This design comes from an exercise in tuning for small area on the open sky130 flow, not from production work. Function was checked by simulation only, so behaviour that the tests miss may differ from the original. The clock port is modelled as an ideal driver; clocking choices that lean on that would not hold on a real chip. Power is estimated from default activity; no workload was simulated.

==> v8 <==
## regfile_2r2w
module regfile_2r2w (
  input  logic          clk,
  input  logic          rst,
  input  logic [1:0]    wr_en,
  input  logic [9:0]    wr_addr,
  input  logic [63:0]   wr_data,
  input  logic [9:0]    rd_addr,
  output logic [63:0]   rd_data,
  output logic [1:0]    rd_busy,
  input  logic          sb_set_en,
  input  logic [4:0]    sb_set_addr,
  input  logic          sb_flush
);
  reg_file_mp #(
    .DATA_WIDTH(32), .ADDR_WIDTH(5), .NUM_RD(2), .NUM_WR(2),
    .BYPASS(1), .RD_LATENCY(0), .ZERO_REG(1)
  ) u_rf (
    .clk(clk), .rst(rst), .wr_en(wr_en), .wr_addr(wr_addr), .wr_data(wr_data),
    .rd_addr(rd_addr), .rd_data(rd_data), .rd_busy(rd_busy),
    .sb_set_en(sb_set_en), .sb_set_addr(sb_set_addr), .sb_flush(sb_flush)
  );
endmodule
==> module rf_aoi221, before the edit <==
module rf_aoi221 (
  input  logic a1, a2, b1, b2, c1,
  output logic y
);
  assign y = ~((a1 & a2) | (b1 & b2) | c1);
endmodule
==> module rf_nor2, before the edit <==
module rf_nor2 (
  input  logic a, b,
  output logic y
);
  assign y = ~(a | b);
endmodule
==> module reg_file_mp, before the edit <==
module reg_file_mp #(
  parameter int DATA_WIDTH = 32,
  parameter int ADDR_WIDTH = 5,
  parameter int NUM_RD     = 2,
  parameter int NUM_WR     = 2,
  parameter int BYPASS     = 1,
  parameter int RD_LATENCY = 0,
  parameter int ZERO_REG   = 1
) (
  input  logic                         clk,
  input  logic                         rst,
  input  logic [NUM_WR-1:0]            wr_en,
  input  logic [NUM_WR*ADDR_WIDTH-1:0] wr_addr,
  input  logic [NUM_WR*DATA_WIDTH-1:0] wr_data,
  input  logic [NUM_RD*ADDR_WIDTH-1:0] rd_addr,
  output logic [NUM_RD*DATA_WIDTH-1:0] rd_data,
  output logic [NUM_RD-1:0]            rd_busy,
  input  logic                         sb_set_en,
  input  logic [ADDR_WIDTH-1:0]        sb_set_addr,
  input  logic                         sb_flush
);
  localparam int DEPTH = 1 << ADDR_WIDTH;
  localparam int AW    = ADDR_WIDTH;
  localparam int DW    = DATA_WIDTH;
  logic [AW-1:0] wa0, wa1;
  logic [DW-1:0] wd0, wd1, wd0_n, wd1_n;
  assign wa0   = wr_addr[0 +: AW];
  assign wa1   = wr_addr[AW +: AW];
  assign wd0   = wr_data[0 +: DW];
  assign wd1   = wr_data[DW +: DW];
  assign wd0_n = ~wd0;
  assign wd1_n = ~wd1;
  logic [DEPTH-1:1] we0, we1, wclr, sset;
  always_comb begin
    for (int r = 1; r < DEPTH; r++) begin
      we1[r]  = wr_en[1] && (wa1 == AW'(r));
      we0[r]  = wr_en[0] && (wa0 == AW'(r)) && !we1[r];
      wclr[r] = we0[r] || we1[r];
      sset[r] = sb_set_en && (sb_set_addr == AW'(r));
    end
  end
  logic [DW-1:0]    regs     [1:DEPTH-1];
  logic [DW-1:0]    regs_nxt [1:DEPTH-1];
  logic [DEPTH-1:1] valid_q, busy_q;
  logic [DEPTH-1:0] valid, busy;
  for (genvar r = 1; r < DEPTH; r++) begin : g_row
    for (genvar k = 0; k < DW; k++) begin : g_bit
      logic keep_n;
      rf_nor2   u_keep (.a(wclr[r]), .b(regs[r][k]), .y(keep_n));
      rf_aoi221 u_nxt  (.a1(we1[r]), .a2(wd1_n[k]), .b1(we0[r]), .b2(wd0_n[k]),
                        .c1(keep_n), .y(regs_nxt[r][k]));
    end
    always_ff @(posedge clk) regs[r] <= regs_nxt[r];
    always_ff @(posedge clk or posedge rst) begin
      if (rst)          valid_q[r] <= 1'b0;
      else if (wclr[r]) valid_q[r] <= 1'b1;
    end
    always_ff @(posedge clk or posedge rst) begin
      if (rst) busy_q[r] <= 1'b0;
      else     busy_q[r] <= sset[r] || (busy_q[r] && !sb_flush && !wclr[r]);
    end
  end
  assign valid = {valid_q, 1'b0};
  assign busy  = {busy_q, 1'b0};
  for (genvar i = 0; i < NUM_RD; i++) begin : g_rd
    logic [AW-1:0]    ra;
    logic             hit1, hit0, byp1, byp0, nbyp;
    logic [DEPTH-1:1] dec;
    logic [32:0]      sel;
    assign ra   = rd_addr[i*AW +: AW];
    assign hit1 = wr_en[1] && (wa1 == ra);
    assign hit0 = wr_en[0] && (wa0 == ra);
    assign nbyp = !hit1 && !hit0;
    assign byp1 = (ra != '0) && hit1;
    assign byp0 = (ra != '0) && hit0 && !hit1;
    always_comb begin
      for (int r = 1; r < DEPTH; r++) dec[r] = (ra == AW'(r));
    end
    assign sel = {byp0, byp1, dec & valid_q & {(DEPTH-1){nbyp}}};
    for (genvar k = 0; k < DW; k++) begin : g_bit
      logic [32:0] d;
      for (genvar r = 1; r < DEPTH; r++) begin : g_d
        assign d[r-1] = regs[r][k];
      end
      assign d[31] = wd1[k];
      assign d[32] = wd0[k];
      rf_rdbit u_bit (.sel(sel), .d(d), .y(rd_data[i*DW + k]));
    end
    assign rd_busy[i] = nbyp && |(dec & busy_q);
  end
endmodule
Settings: LEC_CHECK=0, CAP_MARGIN=0, CORE_MARGIN=2, CORE_UTILIZATION=45, GPL_TIMING_DRIVEN=0, PLACE_DENSITY=0.5, SETUP_SLACK_MARGIN=0, SLEW_MARGIN=0, SYNTH_HIERARCHICAL=1; clock period 6.0 ns.
standard.sh (not shown) runs the stock make flow with config.mk's settings and CLKGATE_MAP_FILE= SYNTH_SCRIPT=/design/flow/synth_recipe.tcl, a recipe that flattens the netlist after the stock synthesis.
==> flow/flow/run.sh <==
#!/bin/bash
# Own layout flow: the standard synthesis, then every combinational cell that
# synthesis sized up is put back to drive strength 1 (the flip-flops are untouched),
# then the standard layout steps with small port buffers, small buffers for the
# resizer, small clock buffers and no CTS dummy loads.
set -euo pipefail
F=$(pwd)/flow
R=$(pwd)/orfs/results/${FLOW_PLATFORM}/regfile_2r2w/base
bash standard.sh synth > synth.log 2>&1
ODB_IN=$R/1_synth.odb ODB_OUT=$R/1_synth.odb openroad -no_init -exit $F/downsize.tcl > downsize.log 2>&1
touch $R/1_synth.sdc
bash standard.sh \
  "BUFFER_PORTS_ARGS=-buffer_cell sky130_fd_sc_hd__buf_1" \
  "CTS_ARGS=-sink_clustering_enable -repair_clock_nets -dont_use_dummy_load -buf_list {sky130_fd_sc_hd__clkbuf_4 sky130_fd_sc_hd__clkbuf_8}" \
  "PRE_FLOORPLAN_TCL=$F/dontuse.tcl" \
  "PRE_GLOBAL_PLACE_TCL=$F/dontuse.tcl" \
  "PRE_RESIZE_TCL=$F/dontuse.tcl" \
  "PRE_DETAIL_PLACE_TCL=$F/dontuse.tcl" \
  "PRE_CTS_TCL=$F/dontuse.tcl" \
  "PRE_GLOBAL_ROUTE_TCL=$F/dontuse.tcl" \
  "PRE_DETAIL_ROUTE_TCL=$F/dontuse.tcl" \
  finish > layout.log 2>&1
==> flow/flow/dontuse.tcl <==
set_dont_use {sky130_fd_sc_hd__buf_8 sky130_fd_sc_hd__buf_12 sky130_fd_sc_hd__buf_16 sky130_fd_sc_hd__bufbuf_8 sky130_fd_sc_hd__bufbuf_16 sky130_fd_sc_hd__clkbuf_16 sky130_fd_sc_hd__bufinv_8 sky130_fd_sc_hd__bufinv_16}
==> flow/flow/downsize.tcl <==
# Swap every combinational cell that synthesis sized above drive 1 to its drive-1
# variant (same function and pins). Flip-flops are left as synthesis made them.
# Later repair steps size up whatever needs it.
read_db $::env(ODB_IN)
set db  [ord::get_db]
set blk [ord::get_db_block]
set n 0
foreach inst [$blk getInsts] {
  set name [[$inst getMaster] getName]
  if {![regexp {^(sky130_fd_sc_hd__(.*))_([0-9]+)$} $name -> base kind drive]} continue
  if {$drive <= 1} continue
  if {[regexp {^(df|edf|sdf|sedf|dl)} $kind]} continue
  set m [$db findMaster ${base}_1]
  if {$m eq "NULL" || $m eq ""} continue
  $inst swapMaster $m
  incr n
}
puts "downsized $n instances"
write_db $::env(ODB_OUT)
==> v18: changes against v8 <==
--- a/flow/design.v
+++ b/flow/design.v
@@ -6,13 +6,7 @@
 endmodule
-module rf_aoi221 (
-  input  logic a1, a2, b1, b2, c1,
+module rf_inv (
+  input  logic a,
   output logic y
 );
-  assign y = ~((a1 & a2) | (b1 & b2) | c1);
-endmodule
-module rf_nor2 (
-  input  logic a, b,
-  output logic y
-);
-  assign y = ~(a | b);
+  assign y = ~a;
 endmodule
@@ -84,3 +78,3 @@
   assign wd1_n = ~wd1;
-  logic [DEPTH-1:1] we0, we1, wclr, sset;
+  logic [DEPTH-1:1] we0, we1, wclr, hold, sset;
   always_comb begin
@@ -90,2 +84,3 @@
       wclr[r] = we0[r] || we1[r];
+      hold[r] = !wclr[r];
       sset[r] = sb_set_en && (sb_set_addr == AW'(r));
@@ -99,6 +94,6 @@
     for (genvar k = 0; k < DW; k++) begin : g_bit
-      logic keep_n;
-      rf_nor2   u_keep (.a(wclr[r]), .b(regs[r][k]), .y(keep_n));
-      rf_aoi221 u_nxt  (.a1(we1[r]), .a2(wd1_n[k]), .b1(we0[r]), .b2(wd0_n[k]),
-                        .c1(keep_n), .y(regs_nxt[r][k]));
+      logic q_n;
+      rf_inv    u_inv (.a(regs[r][k]), .y(q_n));
+      rf_aoi222 u_nxt (.a1(we1[r]), .a2(wd1_n[k]), .b1(we0[r]), .b2(wd0_n[k]),
+                       .c1(hold[r]), .c2(q_n), .y(regs_nxt[r][k]));
     end
==> flow/run.sh (new file) <==
#!/bin/bash
# synth_recipe.tcl (not shown) runs the flow's synth.tcl, then flattens the netlist and writes it again
# the make line also repeats each setting of config.mk as NAME=value (left out here)
make -C /OpenROAD-flow-scripts/flow DESIGN_CONFIG=/design/flow/config.mk WORK_HOME=/design/flow/orfs CLKGATE_MAP_FILE= SYNTH_SCRIPT=/design/flow/synth_recipe.tcl finish
CAP_MARGIN = 20   (was 0)
CORE_UTILIZATION = 35   (was 45)
GPL_TIMING_DRIVEN = unset   (was 0)
PLACE_DENSITY = 0.45   (was 0.5)
SETUP_SLACK_MARGIN = 0.3   (was 0)
SLEW_MARGIN = 20   (was 0)
removed: flow/flow/run.sh
removed: flow/flow/dontuse.tcl
removed: flow/flow/downsize.tcl
removed: flow/standard.sh
==> comparison table <==
metric                                                                               v18                                           v8
Multi-input logic cell count                                                       2,449                                        3,406
Fraction of power consumed by sequential logic                                     43.4%                                        52.2%
Total number of vias                                                              56,350                                       56,636
Non-filler cells, final                                                            7,503                                        6,522
Maximum net fanout on the critical path                                                6                                           14
Vias per cell                                                                       7.51                                         8.68
Die area                                                                       0.137 mm2                                    0.104 mm2
Inverter count of the layout excluding clock inverters                             1,063                                           97
Number of global-route vias before repair                                         52,759                                       51,930
Leakage power of the design                                                      29.8 nW                                      19.2 nW
Number of antenna diodes                                                               8                                           29
Number of rows created at floorplan                                                  134                                          116
Sum of net half-perimeters after detailed placement                           191,000 um                                   176,000 um
Mapped Nets                                                                        4,708                                        4,699
Critical Path AT                                                                 4670 ps                                      4910 ps
Most common library cell in the layout ignoring fill and taps  sky130_fd_sc_hd__a222oi_1                      sky130_fd_sc_hd__nor2_1
Status                                                          timing/DRC/antenna clean                              failed layout checks
Layout check failures                                                                  -  capacitance limit, slew limit, setup timing
Pin count of the biggest net entering global routing                                  41                                           63
Worst slack, placed                                                              -781 ps                                      -864 ps
Post-placement cell count                                                          7,193                                        6,292

## static timing again, ports no longer ideal
Ports are ideal in the flow. The routed layouts listed here were re-timed in OpenROAD. Step 1: set_driving_cell puts a clkbuf_16 on clk and a buf_2 on each other input, an assumption about the parent block. Step 2 moves the port delays by t, midway between the first and last clock arrival at a register: inputs arrive t later, outputs are due t later. That takes back most of the time a late clock gives input paths. Three values: no drivers, after step 1, after step 2; two values: the first two.
run | t (ns) | slack for setup (ns) | worst setup path after step 2 | worst data-port slew with drivers (ns)
v8 | 0.958 | -0.108 / -0.131 / -0.131 | input to output | 0.07
v18 | 0.859 | 0.125 / 0.099 / 0.099 | input to output | 0.06
For v18, which loses most, drivers alone change the setup slack by -0.026 ns; drivers and shift together by -0.026 ns.
